Context: an optimization exercise on an open-source flow, tuned for small area, a short achievable clock period and few clock cycles. The choices shown serve that exercise and are no tape-out recipe. Where RTL was checked, it was by simulation tests only, not by an equivalence proof against the original. Power and IR drop assume default switching activity.

Design udp_rx_top, start of the top module:
module udp_rx_top (
    input  wire                            clk,
    input  wire                            rst_i,
    input  wire [31:0]                     hdr_src_ip_i,
    input  wire [15:0]                     hdr_src_port_i,
    input  wire [31:0]                     hdr_dst_ip_i,
    input  wire [15:0]                     hdr_dst_port_i,
    input  wire [15:0]                     hdr_length_i,
    input  wire                            hdr_valid_i,
    output wire                            hdr_ready_o,
    input  wire [64-1:0]       beat_data_i,
    input  wire                            beat_last_i,
    input  wire                            beat_valid_i,
    output wire                            beat_ready_o,
    input  wire [8-1:0]      axil_awaddr_i,
    input  wire                            axil_awvalid_i,
    input  wire [32-1:0]      axil_wdata_i,
    input  wire [32/8-1:0]    axil_wstrb_i,
    input  wire                            axil_wvalid_i,
    input  wire                            axil_bready_i,
    input  wire [8-1:0]      axil_araddr_i,
    input  wire                            axil_arvalid_i,
    input  wire                            axil_rready_i,
    output wire                            axil_awready_o,
    output wire                            axil_wready_o,
    output wire [1:0]                      axil_bresp_o,
    output wire                            axil_bvalid_o,
    output wire                            axil_arready_o,
    output wire [32-1:0]      axil_rdata_o,
    output wire [1:0]                      axil_rresp_o,
    output wire                            axil_rvalid_o,
    output wire                            rx_irq_o
);
For scale: roughly 5300 cells after synthesis, about 280 I/O pins.
Settings: LEC_CHECK=0, CAP_MARGIN=20, CORE_MARGIN=2, CORE_UTILIZATION=40, SETUP_SLACK_MARGIN=2.5, SLEW_MARGIN=20; clock period 5.0 ns.
run.sh (not shown) runs the stock make flow with config.mk's settings and CLKGATE_MAP_FILE= SYNTH_SCRIPT=/design/flow/synth_recipe.tcl, a recipe that flattens the netlist after the stock synthesis.
Then changed:
--- a/flow/design.v
+++ b/flow/design.v
@@ -181,29 +181,31 @@
                 if (load_r || !q0v_q) begin
                     q0a_q <= q1v_q ? q1a_q : araddr_i[7:2];
                 end
                 if (ar_hs) begin
                     q1a_q <= araddr_i[7:2];
                 end
             end
         end
     endgenerate
+    reg  [32-1:0] out_q;
     always @(posedge clk) begin
         if (load_r) begin
             rdata_q <= rdata_d;
         end
+        out_q <= load_r ? rdata_d : rdata_q;
     end
     assign awready_o = awready_q;
     assign wready_o  = awready_q;
     assign bresp_o   = 2'b00;
     assign bvalid_o  = bvalid_q;
     assign arready_o = arready_q;
-    assign rdata_o   = rdata_q;
+    assign rdata_o   = out_q;
     assign rresp_o   = 2'b00;
     assign rvalid_o  = rvalid_q;
     assign cfg_enable_o   = enable_q;
     assign cfg_local_ip_o = local_ip_q;
     assign cfg_port_o     = port_q;
 endmodule
 `default_nettype wire
 `timescale 1ns/10ps
 `default_nettype none
@@ -229,18 +231,19 @@
     output wire [70:0]                     hdr_o,
     output wire                            wr_we_o,
     output wire [3-1:0]   wr_idx_o,
     output wire [64-1:0]       wr_data_o,
     output wire                            wr_commit_o,
     output wire                            drop_o,
     output wire                            rx_irq_o
 );
     reg                           busy_q;      
+    reg                           hrdy_q;      
     reg                           acc_q;       
     reg  [3-1:0] cnt_q;       
     reg                           irq_q;
     reg                           brdy_q;      
     reg                           first_q;     
     reg  [2:0]                    gap_q;       
     wire                          hdr_hs;
     wire                          beat_hs;
     wire                          accept;
@@ -250,46 +253,51 @@
     assign pay_len = hdr_length_i - 16'd8;
     assign accept  = cfg_enable_i
                   && (hdr_dst_ip_i == cfg_local_ip_i)
                   && (hdr_dst_port_i == cfg_port_i)
                   && (pay_len <= (8 * 8))
                   && !full_i;
     always @(posedge clk) begin
         if (rst_i) begin
             busy_q  <= 1'b0;
+            hrdy_q  <= 1'b0;
             acc_q   <= 1'b0;
             irq_q   <= 1'b0;
             cnt_q   <= {3{1'b0}};
             brdy_q  <= 1'b0;
             first_q <= 1'b0;
             gap_q   <= 3'd0;
         end else begin
             irq_q <= beat_hs && beat_last_i && acc_q;
             if (hdr_hs) begin
                 busy_q <= 1'b1;
+                hrdy_q <= 1'b0;
             end else if (beat_hs && beat_last_i) begin
                 busy_q <= 1'b0;
+                hrdy_q <= 1'b1;
+            end else begin
+                hrdy_q <= !busy_q;
             end
             if (hdr_hs) begin
                 acc_q <= accept;
             end
             if (hdr_hs) begin
                 cnt_q <= {3{1'b0}};
             end else if (beat_hs) begin
                 cnt_q <= cnt_q + 1'b1;
             end
             gap_q   <= beat_hs ? 3'd1 : gap_q + 3'd1;
             first_q <= hdr_hs || (first_q && !beat_hs);
             brdy_q  <= hdr_hs || (busy_q && !(beat_hs && beat_last_i) &&
                                   ((first_q && !beat_hs) || (beat_hs ? 1'b1 : (gap_q == 3'd0))));
         end
     end
-    assign hdr_ready_o  = !busy_q;
+    assign hdr_ready_o  = hrdy_q;
     assign beat_ready_o = brdy_q;
     assign hdr_we_o    = hdr_hs && !full_i;
     assign hdr_o       = {hdr_src_ip_i, hdr_src_port_i, hdr_dst_port_i, hdr_length_i[6:0]};
     assign wr_we_o     = beat_hs && acc_q;
     assign wr_idx_o    = cnt_q;
     assign wr_data_o   = beat_data_i;
     assign wr_commit_o = beat_hs && beat_last_i && acc_q;
     assign drop_o      = beat_hs && beat_last_i && !acc_q;
     assign rx_irq_o    = irq_q;
After rerunning:
- count of clock-buffer cells in the layout rose by 21
- clock skew shrinks by 0.021 ns
- sequential power stays flat
- fmax is lower by 1.9%
- power came out lower by 5.6%
- global-route usage goes up by 0.93 points
- register-to-register slack loses 0.05 ns
- cell count goes up by 1.8%
- utilization grows by 0.97 points
No run of this note included a check of the RTL's function; only the layout flow was run.

---

Another version of the RTL of udp_rx_top (not shown whole).
Size in the first run: roughly 5,300 cells after synthesis, roughly 2,500 flip-flops, ~280 I/O pins, ~80,000 um^2 of cells after synthesis.
==> module udp_rx_buffer, before the edit <==
module udp_rx_buffer (
    input  wire                            clk,
    input  wire                            rst_i,
    input  wire                            hdr_we_i,
    input  wire [70:0]                     hdr_i,
    input  wire                            wr_we_i,
    input  wire [3-1:0]   wr_idx_i,
    input  wire [64-1:0]       wr_data_i,
    input  wire                            wr_commit_i,
    input  wire                            pop_i,
    output wire [70:0]                     head_hdr_o,
    output wire [8*64-1:0] head_words_o,
    output wire [8*3-1:0] head_stage_o,
    output wire [3-1:0]      count_o,
    output wire                            full_o
);
    localparam integer SW = 8 * 64;
    reg  [SW-1:0]                 slot_q [0:4-1];
    reg  [70:0]                   hdr_q  [0:4-1];
    reg  [2-1:0] wr_ptr_q;
    reg  [2-1:0] rd_ptr_q;
    reg  [3-1:0]    count_q;
    reg  [3-1:0] pos_q  [0:4-1];    
    reg  [3-1:0] pos_d  [0:4-1];
    reg  [8*3-1:0] stg_q;        
    wire [3-1:0] hpos_d;
    wire [2-1:0] rd_ptr_d;
    wire                          do_pop;
    assign do_pop = pop_i && (count_q != {3{1'b0}});
    genvar s, w;
    generate
        for (s = 0; s < 4; s = s + 1) begin : g_slot
            always @(posedge clk) begin
                slot_q[s][64 +: SW-64] <= slot_q[s][0 +: SW-64];
                if (wr_we_i && wr_ptr_q == s) begin
                    slot_q[s][0 +: 64] <= wr_data_i;
                end else begin
                    slot_q[s][0 +: 64] <= slot_q[s][SW-64 +: 64];
                end
                pos_q[s] <= pos_d[s];
            end
            always @(*) begin
                if (wr_we_i && wr_ptr_q == s && wr_idx_i == {3{1'b0}}) begin
                    pos_d[s] = {3{1'b0}};
                end else begin
                    pos_d[s] = pos_q[s] + 1'b1;
                end
            end
            always @(posedge clk) begin
                if (hdr_we_i && wr_ptr_q == s) begin
                    hdr_q[s] <= hdr_i;
                end
            end
        end
    endgenerate
    assign rd_ptr_d = rd_ptr_q + {{(2-1){1'b0}}, do_pop};
    assign hpos_d = pos_d[rd_ptr_d];
    genvar j;
    generate
        for (j = 0; j < 8; j = j + 1) begin : g_stg
            always @(posedge clk) begin
                stg_q[j*3 +: 3] <= hpos_d - j;
            end
        end
    endgenerate
    always @(posedge clk) begin
        if (rst_i) begin
            wr_ptr_q <= {2{1'b0}};
            rd_ptr_q <= {2{1'b0}};
            count_q  <= {3{1'b0}};
        end else begin
            if (wr_commit_i) begin
                wr_ptr_q <= wr_ptr_q + 1'b1;
            end
            if (do_pop) begin
                rd_ptr_q <= rd_ptr_q + 1'b1;
            end
            case ({wr_commit_i, do_pop})
                2'b10:   count_q <= count_q + 1'b1;
                2'b01:   count_q <= count_q - 1'b1;
                default: count_q <= count_q;
            endcase
        end
    end
    assign head_hdr_o   = rd_ptr_q[1] ? (rd_ptr_q[0] ? hdr_q[3] : hdr_q[2])
                                      : (rd_ptr_q[0] ? hdr_q[1] : hdr_q[0]);
    assign head_words_o = rd_ptr_q[1] ? (rd_ptr_q[0] ? slot_q[3] : slot_q[2])
                                      : (rd_ptr_q[0] ? slot_q[1] : slot_q[0]);
    assign head_stage_o = stg_q;
    assign count_o      = count_q;
    assign full_o       = count_q[2];
endmodule
clock: 5.0 ns
lec_check: 0
cap_margin: 20
core_margin: 2
core_utilization: 60
cts_cluster_diameter: 100
cts_cluster_size: 24
setup_slack_margin: 2.8
slew_margin: 20
Testbench counts at the start, summed over its fixed seeds: cycles 21,360.
Then changed:
--- a/flow/design.v
+++ b/flow/design.v
@@ -327,10 +327,8 @@
     reg  [3-1:0]    count_q;
     reg  [3-1:0] pos_q  [0:4-1];    
     reg  [3-1:0] pos_d  [0:4-1];
     reg  [8*3-1:0] stg_q;        
-    wire [3-1:0] hpos_d;
-    wire [2-1:0] rd_ptr_d;
     wire                          do_pop;
     assign do_pop = pop_i && (count_q != {3{1'b0}});
     genvar s, w;
     generate
@@ -357,15 +355,30 @@
                 end
             end
         end
     endgenerate
-    assign rd_ptr_d = rd_ptr_q + {{(2-1){1'b0}}, do_pop};
-    assign hpos_d = pos_d[rd_ptr_d];
+    wire                          w0;
+    wire                          hit_np;
+    wire                          hit_p;
+    wire [2-1:0] rd_ptr_n;
+    wire [3-1:0] pos_n;
+    assign w0       = wr_we_i && (wr_idx_i == {3{1'b0}});
+    assign rd_ptr_n = rd_ptr_q + 1'b1;
+    assign hit_np   = w0 && (wr_ptr_q == rd_ptr_q);
+    assign hit_p    = w0 && (wr_ptr_q == rd_ptr_n);
+    assign pos_n    = pos_q[rd_ptr_n] + 1'b1;
     genvar j;
     generate
         for (j = 0; j < 8; j = j + 1) begin : g_stg
             always @(posedge clk) begin
-                stg_q[j*3 +: 3] <= hpos_d - j;
+                if (do_pop ? hit_p : hit_np) begin
+                    stg_q[j*3 +: 3] <= {3{1'b0}} - j;
+                end else if (do_pop) begin
+                    stg_q[j*3 +: 3] <= pos_n - j;
+                end else begin
+                    stg_q[j*3 +: 3] <=
+                        stg_q[j*3 +: 3] + 1'b1;
+                end
             end
         end
     endgenerate
     always @(posedge clk) begin
The changed run completed without violations.
Power shrinks by 0.76%.
Die area grows by 1.4%.
Sequential share of layout area grows by 0.28 points.
Core utilization shrinks by 1.1 points.
Combinational power shrinks by 12%.
Design area stays flat.
Synthesized cell count shrinks by 0.47%.
Register-to-register slack gets worse by 0.43 ns.
Worst hold slack gets better by 0.021 ns.
Sequential power hardly moves.
The RTL of the second run of this note was laid out without a check of its function.

[afterwards: timing with drivers on the ports]
In the flow no input, the clock included, has a driving cell. The finished layouts below were timed again as built, in two steps. Step 1: set_driving_cell puts a clkbuf_16 on clk and a buf_2 on each other input, an assumption about the parent block. Step 2 also shifts input and output timing later by t, the mid clock arrival at the registers, as if the neighbouring blocks saw the same clock. a / b / c = ideal ports / drivers / drivers and shift; a / b = the first two.
run | shift t [ns] | slack for setup (ns) | cell pins on the clock port's net
the first run of note 1 | 0.922 | 2.134 / 2.111 / 1.189 | 1
the second run of note 1 | 0.930 | 2.079 / 2.079 / 1.221 | 1
the first run of note 2 | 0.843 | 2.399 / 2.353 / 1.624 | 1
the second run of note 2 | 0.839 | 1.970 / 1.970 / 1.197 | 1
After both steps setup and hold are still met in every run listed. The setup slack of the first run of note 1, which loses most, moves by -0.023 ns with the drivers and by -0.945 ns with both steps.
